Source: an optimization exercise on an open RTL-to-GDS flow (aim: small area, a short achievable clock period and few clock cycles per item). Production flows keep margins and buffers that such runs may drop. Function was checked by simulation only, so behaviour that the tests miss may differ from the original. Power figures rest on the tool's default switching activity, not on a simulated workload.

### config.mk
export PLATFORM = sky130hd
export DESIGN_NAME = rv_exec_top
export DESIGN_NICKNAME = rv_exec_top
export VERILOG_FILES = /design/flow/design.v
export SDC_FILE = /design/flow/constraint.sdc
export NUM_CORES = 4
export LEC_CHECK = 0
export CAP_MARGIN = 20
export CORE_MARGIN = 2
export CORE_UTILIZATION = 45
export GPL_TIMING_DRIVEN = 0
export SETUP_SLACK_MARGIN = 1.0
export SLEW_MARGIN = 20
export BUFFER_PORTS_ARGS = -buffer_cell sky130_fd_sc_hd__buf_1
### constraint.sdc
create_clock -name core_clock -period 5.0 [get_ports {clk}]
set_input_delay 1.0000 -clock core_clock [delete_from_list [all_inputs] [get_ports {clk}]]
set_output_delay 1.0000 -clock core_clock [all_outputs]
set_load 0.01 [all_outputs]
### design.v
`default_nettype none
package rv_pkg;
  localparam int XLEN = 32;
  typedef logic [XLEN-1:0] xlen_t;
endpackage
`default_nettype wire
`timescale 1ns/10ps
`default_nettype none
module pfx_add #(
  parameter int W = 32
) (
  input  wire logic [W-1:0] x,
  input  wire logic [W-1:0] y,
  input  wire logic         ci,
  output logic [W-1:0]      s
);
  logic [W-1:0] p0, g0, p, g;
  always_comb begin
    p0 = x ^ y;
    g0 = x & y;
    p  = p0;
    g  = g0;
    g[0] = g0[0] | (p0[0] & ci);
    for (int i = 0; (1 << i) < W; i++)
      for (int j = 0; j < W; j++)
        if (j[i]) begin
          g[j] = g[j] | (p[j] & g[((j >> i) << i) - 1]);
          p[j] = p[j] & p[((j >> i) << i) - 1];
        end
    s = p0 ^ {g[W-2:0], ci};
  end
endmodule
module lt_tree #(
  parameter int W = 32
) (
  input  wire logic [W-1:0] x,
  input  wire logic [W-1:0] y,
  output logic              lt,
  output logic              eq
);
  logic [W-1:0] g, p;
  always_comb begin
    g = x & ~y;
    p = ~(x ^ y);
    for (int d = 1; d < W; d = d * 2)
      for (int j = W - 1; j >= 0; j--)
        if ((j % (2 * d)) == (2 * d - 1)) begin
          g[j] = g[j] | (p[j] & g[j - d]);
          p[j] = p[j] & p[j - d];
        end
    lt = ~(g[W-1] | p[W-1]);
    eq = p[W-1];
  end
endmodule
`default_nettype wire
`timescale 1ns/10ps
`default_nettype none
module rv_exec_top (
  input  wire logic        clk,
  input  wire logic        rst_n,
  input  wire logic        in_valid,
  output logic             in_ready,
  input  wire logic [31:0] in_insn,
  input  wire logic [31:0] in_pc,
  input  wire logic [31:0] in_rs1_data,
  input  wire logic [31:0] in_rs2_data,
  output logic             out_valid,
  input  wire logic        out_ready,
  output logic [4:0]       out_rd,
  output logic             out_wb_en,
  output logic [31:0]      out_wdata,
  output logic             out_br_taken,
  output logic [31:0]      out_next_pc,
  output logic             out_illegal
);
  logic [31:0] insn, pc, a, b;
  assign insn = in_insn;
  assign pc   = in_pc;
  assign a    = in_rs1_data;
  assign b    = in_rs2_data;
  logic [2:0] f3;
  logic [6:0] f7;
  logic       f7_base, f7_alt;
  logic       is_op, is_opimm, is_lui, is_auipc, is_jal, is_jalr, is_br;
  assign f3      = insn[14:12];
  assign f7      = insn[31:25];
  assign f7_base = (f7 == 7'b0000000);
  assign f7_alt  = (f7 == 7'b0100000);
  assign is_op    = (insn[6:0] == 7'b0110011);
  assign is_opimm = (insn[6:0] == 7'b0010011);
  assign is_lui   = (insn[6:0] == 7'b0110111);
  assign is_auipc = (insn[6:0] == 7'b0010111);
  assign is_jal   = (insn[6:0] == 7'b1101111);
  assign is_jalr  = (insn[6:0] == 7'b1100111);
  assign is_br    = (insn[6:0] == 7'b1100011);
  logic illegal;
  always_comb begin
    illegal = 1'b1;
    if (is_op)
      illegal = !(f7_base || (f7_alt && (f3 == 3'b000 || f3 == 3'b101)));
    else if (is_opimm)
      illegal = (f3 == 3'b001) ? !f7_base :
                (f3 == 3'b101) ? !(f7_base || f7_alt) : 1'b0;
    else if (is_lui || is_auipc || is_jal)
      illegal = 1'b0;
    else if (is_jalr)
      illegal = (f3 != 3'b000);
    else if (is_br)
      illegal = (f3[2:1] == 2'b01);
  end
  logic writes;
  assign writes = is_op | is_opimm | is_lui | is_auipc | is_jal | is_jalr;
  logic [31:0] imm_i, imm_u, imm_b, imm_j;
  assign imm_i = {{20{insn[31]}}, insn[31:20]};
  assign imm_u = {insn[31:12], 12'b0};
  assign imm_b = {{20{insn[31]}}, insn[7], insn[30:25], insn[11:8], 1'b0};
  assign imm_j = {{12{insn[31]}}, insn[19:12], insn[20], insn[30:21], 1'b0};
  logic [31:0] op_b;
  logic [31:0] x_ab;
  logic        lt_u, lt_s, eq;
  assign op_b = insn[5] ? b : imm_i;
  assign x_ab = a ^ op_b;
  lt_tree #(.W(32)) u_lt (
    .x (a), .y (op_b), .lt (lt_u), .eq (eq)
  );
  assign lt_s = (a[31] ^ op_b[31]) ? a[31] : lt_u;
  logic        use_a, use_pc;
  logic        op_reg, sub;
  logic [31:0] imm, x_in, y_in, sum;
  assign use_a  = (insn[4] & ~insn[2]) | (insn[2] & ~insn[3] & ~insn[4]);
  assign use_pc = ~use_a & ~(insn[5] & insn[4] & insn[2]);
  assign op_reg = insn[5] & insn[4] & ~insn[2];
  assign sub    = op_reg & insn[30];
  always_comb begin
    if (insn[2])
      imm = insn[4] ? imm_u : insn[3] ? imm_j : imm_i;
    else
      imm = insn[6] ? imm_b : imm_i;
  end
  assign x_in = ({32{use_a}} & a) | ({32{use_pc}} & pc);
  assign y_in = op_reg ? (b ^ {32{sub}}) : imm;
  pfx_add #(.W(32)) u_add (
    .x (x_in), .y (y_in), .ci (sub), .s (sum)
  );
  logic        sh_left;
  logic        sh_fill;
  logic [4:0]  shamt;
  logic [31:0] sh_in, sh_out;
  assign sh_left = ~f3[2];
  assign sh_fill = insn[30] & a[31] & f3[2];
  assign shamt   = op_b[4:0];
  always_comb begin
    for (int i = 0; i < 32; i++) sh_in[i] = sh_left ? a[31-i] : a[i];
  end
  assign sh_out = 32'($signed({sh_fill, sh_in}) >>> shamt);
  logic [31:0] pc_inc;
  logic        cond, taken, redirect;
  pfx_add #(.W(30)) u_inc (
    .x (pc[31:2]), .y (30'd0), .ci (1'b1), .s (pc_inc[31:2])
  );
  assign pc_inc[1:0] = pc[1:0];
  always_comb begin
    case (f3[2:1])
      2'b00:   cond = eq;
      2'b10:   cond = lt_s;
      default: cond = lt_u;
    endcase
  end
  assign taken    = is_br & ~illegal & (cond ^ f3[0]);
  assign redirect = taken | ((is_jal | is_jalr) & ~illegal);
  logic        alu_form;
  logic        sel_sum, sel_link, sel_sll, sel_sr, sel_log, sel_slt;
  logic [31:0] log_res, sh_rev, rest;
  assign alu_form = insn[4] & ~insn[2];
  assign sel_sum  = (insn[4] & insn[2]) | (alu_form & (f3 == 3'b000));
  assign sel_link = insn[6] & insn[2];
  assign sel_sll  = alu_form & (f3 == 3'b001);
  assign sel_sr   = alu_form & (f3 == 3'b101);
  assign sel_log  = alu_form & f3[2] & (f3[1] | ~f3[0]);
  assign sel_slt  = alu_form & (f3[2:1] == 2'b01);
  assign log_res = (x_ab & {32{~(f3[1] & f3[0])}}) | (a & op_b & {32{f3[1]}});
  always_comb begin
    for (int i = 0; i < 32; i++) sh_rev[i] = sh_out[31-i];
  end
  logic        hold;
  logic [31:0] rest_q;
  assign hold = ~in_ready;
  assign rest = ({32{sel_link & in_ready}} & pc_inc)
              | ({32{sel_sll  & in_ready}} & sh_rev)
              | ({32{sel_sr   & in_ready}} & sh_out)
              | ({32{sel_log  & in_ready}} & log_res)
              | {31'd0, sel_slt & in_ready & (f3[0] ? lt_u : lt_s)}
              | ({32{hold}} & rest_q);
  logic [31:0] sum_q, seq_q;
  logic        wsum_q, redirect_q;
  assign in_ready = ~out_valid | out_ready;
  always_ff @(posedge clk or negedge rst_n) begin
    if (!rst_n) begin
      out_valid <= 1'b0;
    end else if (in_ready) begin
      out_valid <= in_valid;
    end
  end
  always_ff @(posedge clk) begin
    rest_q <= rest;
  end
  always_ff @(posedge clk) begin
    if (in_ready) begin
      out_rd       <= insn[11:7];
      out_wb_en    <= writes & ~illegal & (insn[11:7] != 5'd0);
      out_br_taken <= taken;
      out_illegal  <= illegal;
      sum_q        <= {sum[31:1], sum[0] & ~(insn[2] & ~insn[3] & ~insn[4])};
      seq_q        <= pc_inc;
      wsum_q       <= sel_sum;
      redirect_q   <= redirect;
    end
  end
  assign out_wdata   = wsum_q ? sum_q : rest_q;
  assign out_next_pc = redirect_q ? sum_q : seq_q;
endmodule
`default_nettype wire
### flow/run.sh
#!/bin/bash
set -euo pipefail
printf '%s\n' 'export BUFFER_PORTS_ARGS = -buffer_cell sky130_fd_sc_hd__buf_1' >> config.mk
bash standard.sh > standard.log 2>&1
### standard.sh
#!/bin/bash
# synth_recipe.tcl (not shown) runs the flow's synth.tcl, then flattens the netlist and writes it again
# the make line also repeats each setting of config.mk as NAME=value (left out here)
make -C /OpenROAD-flow-scripts/flow DESIGN_CONFIG=/design/flow/config.mk WORK_HOME=/design/flow/orfs CLKGATE_MAP_FILE= SYNTH_SCRIPT=/design/flow/synth_recipe.tcl "${@:-finish}"
==> key figures, run 1 <==
Floorplanning
  • Die span in y: 164 um
  • Core footprint: 25100 um2
  • I/O pin total: 206
  • Die Area: 26800 um2
  • Std-Cell Rows: 58
  • DIE WIDTH: 164 um
  • Initial Utilization: 0.458

Final layout
  • Final Core Density: 0.553
  • Most frequent cells in the layout: buf_1 (205), nand2_1 (101), ha_1 (97)
  • Cell area after layout: 13900 um2
  • # nets final: 1740
  • Layout Cells excl Fill: 1839
  • Filler cells: 2427
  • Commonest non-fill, non-tap cell in the layout: buf_1
  • Diode count: 0
  • Layout cells sized above 1: 0.172
  • Area Growth Syn to Fin: 20.8%

Synth
  • Syn_area_per_cell: 9.12 um2
  • Async set-reset flop share out of synthesis: 0.00935
  • Post-synth top flop: edfxtp_1
  • Register area share after synthesis: 0.251
  • Synthesized net count: 1497
  • Syn Std Cell Area: 11500 um2
  • Warnings from Yosys: 4
  • Cell count after synthesis: 1261
  • Post-synthesis register bit count: 107
  • Post-synth EDFFs: 74
  • Yosys cell types: 73

STA
  • Final period util: 0.810
  • Peak Freq: 0.247 GHz
  • Max-slew violations: 0
  • Total negative slack: 0 ns
  • Fin. Hold Viols: 0
  • Final min period: 4.05 ns
  • Normalized max-slew margin: 0.253
  • Finish-stage setup viols: 0
  • Worst Tran Pin Value: 1.11 ns
  • RSZ-0062 raised after global routing: true
  • Clock Skew: 0.0161 ns

Drt
  • WL/cell: 27.8 um
  • Drt first pass iters: 7
  • Routed Antenna Nets: 0
  • Initial drt markers: 1537
  • Vias/cell: 6.52
  • DR vias: 11986
  • DRC errors left: 0
  • DRT Wirelength: 51100 um

Clock network
  • Max H-tree Level: 3
  • CTS tree: done
  • Reg clk slew, reported paths: 0.09 ns
  • Root Driver: clkbuf_16
  • Max Root-Sink Buffers: 2
  • Post-CTS Hold Fix Bufs: 0
  • Clk sinks: 107
  • Skew-Pair Late Insertion Delay: 0.38 ns
  • Num CTS Buffers: 9

Critical path
  • R2R cell count: 9
  • Critical path class: input pin to flop
  • Worst Setup Start Kind: input pin
  • Worst EP arrival: 4.17 ns
  • Worst Path Required: 5.12 ns
  • CP endpoint kind: flop
  • CP Max Fanout: 10

Global route
  • First-pass GRT wire length: 72700 um
  • GR Overflow Total: 0
  • Initial antenna violation count: 1
  • Tot GR Track Use: 0.375
  • Number of global-route vias before repair: 11217
  • Largest net degree at the start of global routing: 60

Power
  • LEAKAGE: 5.60 nW
  • Sw power: 1.52 mW
  • Reg power frac: 0.328
  • PwrDens: 265 nW/um2
  • Clock power share: 0.205
  • Internal power: 2.16 mW
  • Logic pwr share: 0.467
  • Final Power: 3.68 mW
  • Switch share: 0.414
  • Maximum VDD drop: 0.163 mV

Placement
  • Dpl cell area: 12800 um2
  • Count of input and output buffers: 201
  • Placed insts: 1793
  • GP Congestion: 1.04
  • Final HPWL DP: 41100 um

Run
  • MaxCap Viol Count: 0

Outcome
  • Outcome: timing/DRC/antenna clean

Hold path
  • Min-Delay Path Class: input pin to async pin
timing repair:
item,CTS,global route
setup buffers,22,7
gates cloned,1,0
resized for setup,92,54
pin swaps,16,17
setup endpoints to repair,26,21
state kept, by name, summed over array words and instances (netlist names), 5 cells and up:
| register | flops |
|---|---|
| out_rd | 5 |
| sum_q | 32 |
| seq_q | 32 |
| rest_q | 32 |
layer usage:
metal  vias up  GRT usage  share of wire
li1       5282          -              -
met1      5759      0.519           0.40
met2       796      0.561           0.43
met3       147     0.0811           0.12
met4         2      0.167          0.048
met5         -          0        0.00025
per-stage QoR:
| stage | hold slack [ns] | worst slack, ns |
|---|---|---|
| 2_1_floorplan | 0.469 | 0.983 |
| 3_3_place_gp | 0.547 | -0.744 |
| 3_5_place_dp | 0.544 | -0.489 |
| 4_1_cts | 0.362 | 0.949 |
| 5_1_grt | 0.370 | 0.860 |
| 6_report | 0.366 | 0.952 |
kinds of logic (layout without fill, tap and decap cells):
kind of cell / Yosys count / count (layout) / synth area share
buffers and inverters: 154 / 402 / 0.0539
DFF: 107 / 107 / 0.251
adders and majority gates: 104 / 104 / 0.117
xor gates and xnor gates: 81 / 81 / 0.0617
muxes: 152 / 152 / 0.173
AOI/OAI and AO/OA: 375 / 375 / 0.226
and+or+nand+nor: 288 / 288 / 0.116
power by group through the flow:
stage | Combinational [mW] | Sequential (mW) | Clock, mW
finish | 1.72 | 1.21 | 0.754
global route | 1.82 | 1.21 | 0.783
detailed placement | 1.52 | 1.22 | 0
CTS | 1.62 | 1.20 | 0.755
global placement | 1.52 | 1.22 | 0
floorplan | 0.996 | 1.17 | 0
worst max-delay path: stages:
cell	delay (ns)
buf_4	0.15
buf_8	0.13
buf_6	0.14
xor2_1	0.18
a22oi_2	0.23
fa_2	0.32
inv_2	0.06
fa_2	0.38
a211oi_4	0.25
o211ai_1	0.11
buf_4	0.16
a31oi_4	0.15
buf_12	0.16
a211oi_4	0.07
or3_4	0.37
a31oi_4	0.21
xnor2_2	0.10
Yosys cell counts, types with 11 or more instances:
cell type,number,area (um2)
a21o_1,21,158
a21oi_1,75,375
a221o_1,11,110
a222oi_1,25,250
a22o_1,34,298
a22oi_1,11,82.6
buf_1,14,52.6
clkbuf_1,62,233
dfxtp_1,32,641
edfxtp_1,74,2220
ha_1,98,1230
inv_1,65,244
mux2_2,68,766
mux2i_1,51,510
mux4_2,30,676
nand2_1,102,383
nand2b_1,12,75.1
nand3_1,20,100
nand4_1,14,87.6
nor2_1,80,300
nor3_1,14,70.1
o211ai_1,23,173
o21ai_0,66,330
o221ai_1,11,96.3
o22ai_1,34,213
xnor2_1,31,272
xor2_1,50,438
path summary, 6_finish.rpt:
path	startpoint	endpoint	slack [ns]
setup / recovery	in_insn[30]	sum_q[31]	0.95
hold / removal	rst_n	out_valid	0.37
setup reg to reg	out_valid	rest_q[9]	1.87
hold reg to reg	rest_q[12]	rest_q[12]	0.56
max in group asynchronous	rst_n	out_valid	4.54
min in group core_clock	rest_q[12]	rest_q[12]	0.56
cell type report:
cell class	count	area, um2	area share
plain buffers	87	541	0.0389
clock buffers	10	229	0.0165
clock inverters	6	56.3	0.00405
inverters	67	254	0.0183
multi-input cells	1000	8410	0.606
flip-flops and latches	107	2890	0.208
well taps	330	413	0.0297
repair buffers	232	1100	0.0790
Testbench counts, summed over its fixed seeds: cycles 8,008, items 8,000.
==> run 2: changes to the inputs <==
--- a/config.mk
+++ b/config.mk
@@ -7,7 +7,7 @@
 export LEC_CHECK = 0
 export CAP_MARGIN = 20
 export CORE_MARGIN = 2
-export CORE_UTILIZATION = 45
+export CORE_UTILIZATION = 55
 export GPL_TIMING_DRIVEN = 0
 export SETUP_SLACK_MARGIN = 1.0
 export SLEW_MARGIN = 20
==> key figures, run 2 <==
Clock network
  • Clk sinks: 107 (unchanged)
  • Post-CTS Hold Fix Bufs: 0 (unchanged)
  • Max Root-Sink Buffers: 2 (unchanged)
  • Root Driver: clkbuf_16 (unchanged)
  • CTS tree: done (unchanged)
  • Num CTS Buffers: 9 (unchanged)
  • Reg clk slew, reported paths: 0.09 ns (about the same)
  • Skew-Pair Late Insertion Delay: 0.38 ns (about the same)
  • Max H-tree Level: 3 (unchanged)

Outcome
  • Outcome: timing/DRC/antenna clean (unchanged)

Run
  • MaxCap Viol Count: 0 (unchanged)

Synth
  • Post-synth EDFFs: 74 (unchanged)
  • Syn_area_per_cell: 9.12 um2 (unchanged)
  • Warnings from Yosys: 4 (unchanged)
  • Register area share after synthesis: 0.251 (unchanged)
  • Synth Area in XOR/XNOR: 0.0617 (unchanged)
  • Synthesized net count: 1497 (unchanged)
  • Post-synthesis register bit count: 107 (unchanged)
  • Largest area contributor in the netlist: edfxtp_1 (unchanged)
  • Async set-reset flop share out of synthesis: 0.00935 (unchanged)
  • Post-synthesis adder-cell area fraction: 0.117 (unchanged)
  • Cell count after synthesis: 1261 (unchanged)
  • Largest family of logic cells by synthesized area: compound AO/OA/AOI/OAI gates (unchanged)
  • Commonest cells in the netlist: nand2_1 (102), ha_1 (98), nor2_1 (80) (unchanged)
  • Syn Std Cell Area: 11500 um2 (unchanged)
  • Most frequent cell after synthesis: nand2_1 (unchanged)
  • Main area contributors after synthesis: edfxtp_1 (19%), ha_1 (11%), mux2_2 (6.7%) (unchanged)
  • Post-synth top flop: edfxtp_1 (unchanged)
  • Simple-gate area share of the yosys netlist: 0.116 (unchanged)
  • Share of Yosys cell area claimed by the top area cell type: 0.193 (unchanged)
  • Mux cell area share after synthesis: 0.173 (unchanged)
  • Compound-Gate Fraction of Synth Area: 0.226 (unchanged)
  • Yosys cell types: 73 (unchanged)

Placement
  • GP Congestion: 1.08 (was 1.04)
  • Dpl cell area: 12700 um2 (was 12800 um2)
  • Placed insts: 1733 (was 1793)
  • Count of input and output buffers: 201 (unchanged)
  • Final HPWL DP: 39900 um (was 41100 um)

Critical path
  • Worst Setup Start Kind: input pin (unchanged)
  • Critical path class: input pin to flop (unchanged)
  • R2R cell count: 9 (unchanged)
  • CP Max Fanout: 10 (unchanged)
  • Worst Path Required: 5.11 ns (was 5.12 ns)
  • CP endpoint kind: flop (unchanged)
  • CP cell instances: clkbuf_4 > nand2b_4 > nand2_4 > nor2_4 > buf_2 > a22o_1 > ha_4 > a211oi_2 > o211ai_1 > buf_4 > a31oi_4 > buf_12 > buf_4 > a21oi_2 > o21a_1 > a21oi_1 > xnor2_1 (was buf_4 > buf_8 > buf_6 > xor2_1 > a22oi_2 > fa_2 > inv_2 > fa_2 > a211oi_4 > o211ai_1 > buf_4 > a31oi_4 > buf_12 > a211oi_4 > or3_4 > a31oi_4 > xnor2_2)
  • Critical-path top delay cell: buf_2 (was fa_2)
  • Crit path top cell by count: buf_4
  • Slowest Stage Delay on Critical Path: 0.38 ns (about the same)
  • Worst EP arrival: 4.18 ns (was 4.17 ns)

Drt
  • Initial drt markers: 1947 (was 1537)
  • Drt first pass iters: 9 (was 7)
  • Vias/cell: 7.00 (was 6.52)
  • DR vias: 12480 (was 11986)
  • DRC errors left: 0 (unchanged)
  • WL/cell: 29.0 um (was 27.8 um)
  • Routed Antenna Nets: 0 (unchanged)
  • DRT Wirelength: 51800 um (was 51100 um)

Power
  • Reg power frac: 0.320 (was 0.328)
  • Final Power: 3.72 mW (was 3.68 mW)
  • Internal power: 2.14 mW (was 2.16 mW)
  • PwrDens: 270 nW/um2 (was 265 nW/um2)
  • LEAKAGE: 5.58 nW (was 5.60 nW)
  • Switch share: 0.423 (was 0.414)
  • Clock power share: 0.208 (was 0.205)
  • Maximum VDD drop: 0.228 mV (was 0.163 mV)
  • Sw power: 1.57 mW (was 1.52 mW)
  • Logic pwr share: 0.472 (was 0.467)

STA
  • Final period util: 0.814 (was 0.810)
  • Finish-stage setup viols: 0 (unchanged)
  • Worst Tran Pin Value: 1.04 ns (was 1.11 ns)
  • Fin. Hold Viols: 0 (unchanged)
  • RSZ-0062 raised after global routing: true (unchanged)
  • Clock Skew: 0.0160 ns (was 0.0161 ns)
  • Normalized max-slew margin: 0.300 (was 0.253)
  • Final min period: 4.07 ns (was 4.05 ns)
  • Max-slew violations: 0 (unchanged)
  • Peak Freq: 0.246 GHz (was 0.247 GHz)

Floorplanning
  • Std-Cell Rows: 52 (was 58)
  • Core footprint: 20400 um2 (was 25100 um2)
  • DIE WIDTH: 149 um (was 164 um)
  • Initial Utilization: 0.565 (was 0.458)
  • Die span in y: 149 um (was 164 um)
  • I/O pin total: 206 (unchanged)
  • Die Area: 22100 um2 (was 26800 um2)

Global route
  • GR Overflow Total: 0 (unchanged)
  • Initial antenna violation count: 0 (was 1)
  • Largest net degree at the start of global routing: 42 (was 60)
  • First-pass GRT wire length: 74500 um (was 72700 um)
  • Number of global-route vias before repair: 11859 (was 11217)
  • Tot GR Track Use: 0.462 (was 0.375)

Final layout
  • # nets final: 1745 (was 1740)
  • Area Growth Syn to Fin: 19.7% (was 20.8%)
  • Top Registers: rest_q (32), seq_q (32), sum_q (32) (unchanged)
  • Cell area after layout: 13800 um2 (was 13900 um2)
  • Commonest non-fill, non-tap cell in the layout: buf_1 (unchanged)
  • Layout Cells excl Fill: 1784 (was 1839)
  • Diode count: 0 (unchanged)
  • Most frequent cells in the layout: buf_1 (206), nand2_1 (101), ha_1 (96) (was buf_1 (205), nand2_1 (101), ha_1 (97))
  • Layout cells sized above 1: 0.172 (about the same)

Hold path
  • Min-Delay Path Class: input pin to async pin (unchanged)
run 2: changes by cell type in the layout (fill, tap and decap cells not counted), moves of 3 or more:
| cell | before | now |
|---|---|---|
| buf_12 | 4 | 7 |
| buf_2 | 5 | 9 |
| buf_4 | 33 | 37 |
| clkbuf_2 | 18 | 11 |
| clkbuf_4 | 4 | 7 |
| clkbuf_8 | 4 | 0 |
| clkinv_4 | 1 | 4 |
run 2: power groups by stage:
stage	logic, mW	clock network, mW	registers (mW)
2_1_floorplan	0.996	0	1.17
3_3_place_gp	1.52	0	1.20
3_5_place_dp	1.53	0	1.21
4_1_cts	1.62	0.759	1.18
5_1_grt	1.83	0.782	1.20
6_report	1.75	0.772	1.19
run 2: final timing paths:
path / start / end / slack, ns
max: in_insn[3] / sum_q[26] / 0.93
min: rst_n / out_valid / 0.38
max reg2reg: out_valid / rest_q[0] / 1.49
min reg2reg: rest_q[21] / rest_q[21] / 0.57
max in group asynchronous: rst_n / out_valid / 4.53
min in group core_clock: rest_q[21] / rest_q[21] / 0.57
run 2: logic make-up (layout without fill, tap and decap cells):
family                   after synthesis  count (layout)
flip-flops                           107             107
buffers and inverters                154             407
AO/OA/AOI/OAI                        375             375
AND/OR/NAND/NOR                      288             288
XOR/XNOR                              81              81
multiplexers                         152             152
adder cells (fa/ha/maj)              104             104
run 2: repair_timing:
| item | 4_1_cts | 5_1_grt |
|---|---|---|
| pin swaps | 16 | 21 |
| buffers inserted | 23 | 12 |
| gates resized for setup | 85 | 62 |
| setup endpoints to repair | 26 | 21 |
run 2: metrics by stage:
step                      TNS (ns)  hold slack [ns]  utilization  setup WS (ns)
after floorplan                  0            0.469            -          0.983
after global placement       -6.20            0.529        0.623         -0.460
after detailed placement     -5.61            0.533        0.624         -0.492
after CTS                        0            0.379        0.663          0.996
after global routing             0            0.378        0.676          0.886
final                            0            0.377        0.676          0.928
run 2: cell type report:
| class | count | area (um2) |
|---|---|---|
| multi-input combinational | 1000 | 8350 |
| buffer | 87 | 510 |
| sequential | 107 | 2890 |
| clock buffer | 10 | 229 |
| fill | 1665 | 6610 |
| inverter | 67 | 259 |
| clock inverter | 6 | 62.6 |
| tap | 270 | 338 |
| timing repair buffer | 237 | 1120 |
run 2: critical path, delay by kind of cell:
kind	cells	cell delay [ns]
AO/OA/AOI/OAI	7	1.38
adder cells (fa/ha/maj)	1	0.24
XOR/XNOR	1	0.14
buffers and inverters	5	0.99
AND/OR/NAND/NOR	3	0.42
run 2: layer usage:
| layer | GRT usage | vias up | part of all wire |
|---|---|---|---|
| li1 | - | 5304 | - |
| met3 | 0.136 | 263 | 0.14 |
| met1 | 0.595 | 5805 | 0.36 |
| met2 | 0.681 | 1108 | 0.41 |
| met4 | 0.290 | 0 | 0.086 |
| met5 | 0 | - | 0 |

static timing again, ports no longer ideal:
The flow's constraints put no driver on any port. The routed layouts listed below were extracted and timed again, unchanged, in two steps. Step 1: set_driving_cell puts a clkbuf_16 on clk and a buf_2 on each other input, an assumption about the parent block. Step 2 also shifts input and output timing later by t, the mid clock arrival at the registers, as if the neighbouring blocks saw the same clock. Slacks: no drivers / after step 1 / after step 2; pairs: no drivers / after step 1.
run	shift t [ns]	setup slack, ns	slew at the worst register clock pin (ns)
run 1	0.423	0.952 / 0.909 / 0.485	0.09 / 0.09
run 2	0.422	0.928 / 0.946 / 0.524	0.09 / 0.09
After both steps setup and hold are still met in every run listed. The setup slack of run 1, which loses most, moves by -0.043 ns with the drivers and by -0.467 ns with both steps.
